This is an optimization exercise on Yosys and OpenROAD, whose aim is small area, not a production implementation.
The RTL was checked by simulation tests, not by an equivalence proof against the original design.
Power and IR drop assume default switching activity.

v6:
==> flow/design.v (excerpt) <==
module wb_reg_file #(
    parameter int PC_BITS       = 32,
    parameter int REG_ADDR_BITS = 5
) (
    input  logic                     clk,
    input  logic                     rst,
    input  logic                     reg_write_wb,
    input  logic [1:0]               mem_to_reg_wb,
    input  logic [PC_BITS-1:0]       alu_out_wb,
    input  logic [PC_BITS-1:0]       read_data_wb,
    input  logic [PC_BITS-1:0]       pc_plus_4wb,
    input  logic [REG_ADDR_BITS-1:0] write_reg_wb,
    input  logic [REG_ADDR_BITS-1:0] rs_addr_d,
    input  logic [REG_ADDR_BITS-1:0] rt_addr_d,
    output logic [PC_BITS-1:0]       rs_data_d,
    output logic [PC_BITS-1:0]       rt_data_d,
    output logic [PC_BITS-1:0]       result_wb,
    output logic                     commit_wb,
    output logic [31:0]              wb_count
);
clock: 6.0 ns
lec_check: 0
cap_margin: 20
core_margin: 2
core_utilization: 45
cts_cluster_diameter: 100
cts_cluster_size: 30
slew_margin: 20
synth_hierarchical: 1
standard.sh (not shown) runs the stock make flow with config.mk's settings and CLKGATE_MAP_FILE= SYNTH_SCRIPT=/design/flow/synth_recipe.tcl, a recipe that flattens the netlist after the stock synthesis.
==> flow/flow/run.sh <==
#!/bin/bash
# Standard ORFS layout (the standard.sh) with two changes to how the layout is made: the port
# buffers are the smallest buffer instead of clkdlybuf4s50_1, and clock tree synthesis inserts no
# dummy loads. Each tool's full log stays under orfs/logs/; make's own output goes to
# flow_make.log here.
set -euo pipefail
export BUFFER_PORTS_ARGS="-buffer_cell sky130_fd_sc_hd__buf_1"
export CTS_ARGS="-sink_clustering_enable -repair_clock_nets -sink_clustering_size 30 -sink_clustering_max_diameter 100 -dont_use_dummy_load"
bash standard.sh finish > flow_make.log 2>&1
Setup changes, v6 to v7
- PLACE_DENSITY now 0.45, previously not set
- CTS_CLUSTER_SIZE now 24, was 30
- CORE_UTILIZATION now 35, was 45
- CTS_CLUSTER_DIAMETER now 80, was 100
==> flow/flow/run.sh <==
#!/bin/bash
# Standard ORFS layout (the standard.sh) with one change to how the layout is made: the port
# buffers are the smallest buffer instead of clkdlybuf4s50_1. Each tool's full log stays under
# orfs/logs/; make's own output goes to flow_make.log here.
set -euo pipefail
export BUFFER_PORTS_ARGS="-buffer_cell sky130_fd_sc_hd__buf_1"
bash standard.sh finish > flow_make.log 2>&1
Findings:
v6 was carried through to the last stage, and its layout satisfied the timing, DRC and antenna checks. Both conditions hold for v7: the flow ran to the end and the final layout passed the timing, DRC and antenna checks. Re register-to-register slack: v7 is 0.04 ns down on v6. When v7 is set beside v6, its clock latency at the later pin of the worst-skew pair turns out to be 0.09 ns larger. Looking only at global-route track usage on met3, and setting everything else aside, the lower value of v7 and v6 goes to v7. Of v7 and v6, v7 shows the lower achievable clock frequency, with v6 above it.

* * *

Setup of the reference run:
wb_reg_file again, from the RTL that the note above started with.
export LEC_CHECK = 0
export CAP_MARGIN = 10
export CORE_MARGIN = 2
export CORE_UTILIZATION = 45
export CTS_CLUSTER_DIAMETER = 80
export CTS_CLUSTER_SIZE = 24
export SLEW_MARGIN = 10
export SYNTH_HIERARCHICAL = 1
create_clock -name core_clock -period 6.0 [get_ports {clk}]
==> flow/flow/run.sh <==
#!/bin/bash
# Standard ORFS layout (the standard.sh) with one change to how the layout is made: the port
# buffers are the smallest buffer instead of clkdlybuf4s50_1. Each tool's full log stays under
# orfs/logs/; make's own output goes to flow_make.log here.
set -euo pipefail
export BUFFER_PORTS_ARGS="-buffer_cell sky130_fd_sc_hd__buf_1"
bash standard.sh finish > flow_make.log 2>&1
Here is what was changed in the inputs of the trial run compared with the reference run.
diff --git a/flow/config.mk b/flow/config.mk
--- a/flow/config.mk
+++ b/flow/config.mk
@@ -6,9 +6,9 @@
 export NUM_CORES = 4
 export LEC_CHECK = 0
-export CAP_MARGIN = 10
+export CAP_MARGIN = 20
 export CORE_MARGIN = 2
 export CORE_UTILIZATION = 45
-export CTS_CLUSTER_DIAMETER = 80
-export CTS_CLUSTER_SIZE = 24
-export SLEW_MARGIN = 10
+export CTS_CLUSTER_DIAMETER = 100
+export CTS_CLUSTER_SIZE = 30
+export SLEW_MARGIN = 20
 export SYNTH_HIERARCHICAL = 1
--- outcome ---
Comparing clock skew for the reference run and the trial run, the bigger number came from the trial run. Cell area after layout came out lower on the trial run than on the reference run. From the reference run to the trial run the numbers moved as follows: total half-perimeter wirelength after legalization and detailed placement picked up an extra 350 um, final worst setup slack picked up an extra 61 ps, total power lost about 3.5%, sequential share of layout area picked up an extra 0.20 points, total global-route track usage picked up an extra 0.16 points. The trial run ends up with a relative contribution of the clock network to total power that is 2.6 points lower than in the reference run.

[port drivers added, routing unchanged]
Ports are ideal in the flow. The routed layouts listed here were re-timed in OpenROAD. Step 1 sets driving cells, clkbuf_16 on the clock port and buf_2 on the other inputs (assumed; they add their load-dependent delay and slew). Step 2 adds t to the input delays and takes it off the output delays; t is the mean of the earliest and latest rising clock arrival at the registers after step 1. Input paths then give back, and output paths get back, about the clock's delay inside the block. a / b / c = no drivers / after step 1 / after step 2; a / b = the first two.
| run | shift t [ns] | slack for setup (ns) | worst setup path at the end | worst data-port slew with drivers (ns) |
|---|---|---|---|---|
| v6 | 0.688 | 0.445 / 0.380 / 0.380 | input to output | 0.10 |
| v7 | 0.771 | 0.389 / 0.261 / 0.261 | input to output | 0.13 |
| the reference run | 0.717 | 0.537 / 0.474 / 0.474 | input to output | 0.12 |
| the trial run | 0.705 | 0.599 / 0.537 / 0.537 | input to output | 0.11 |
After both steps setup and hold are still met in every run listed. The setup slack of v7, which loses most, moves by -0.128 ns with the drivers and by -0.128 ns with both steps.
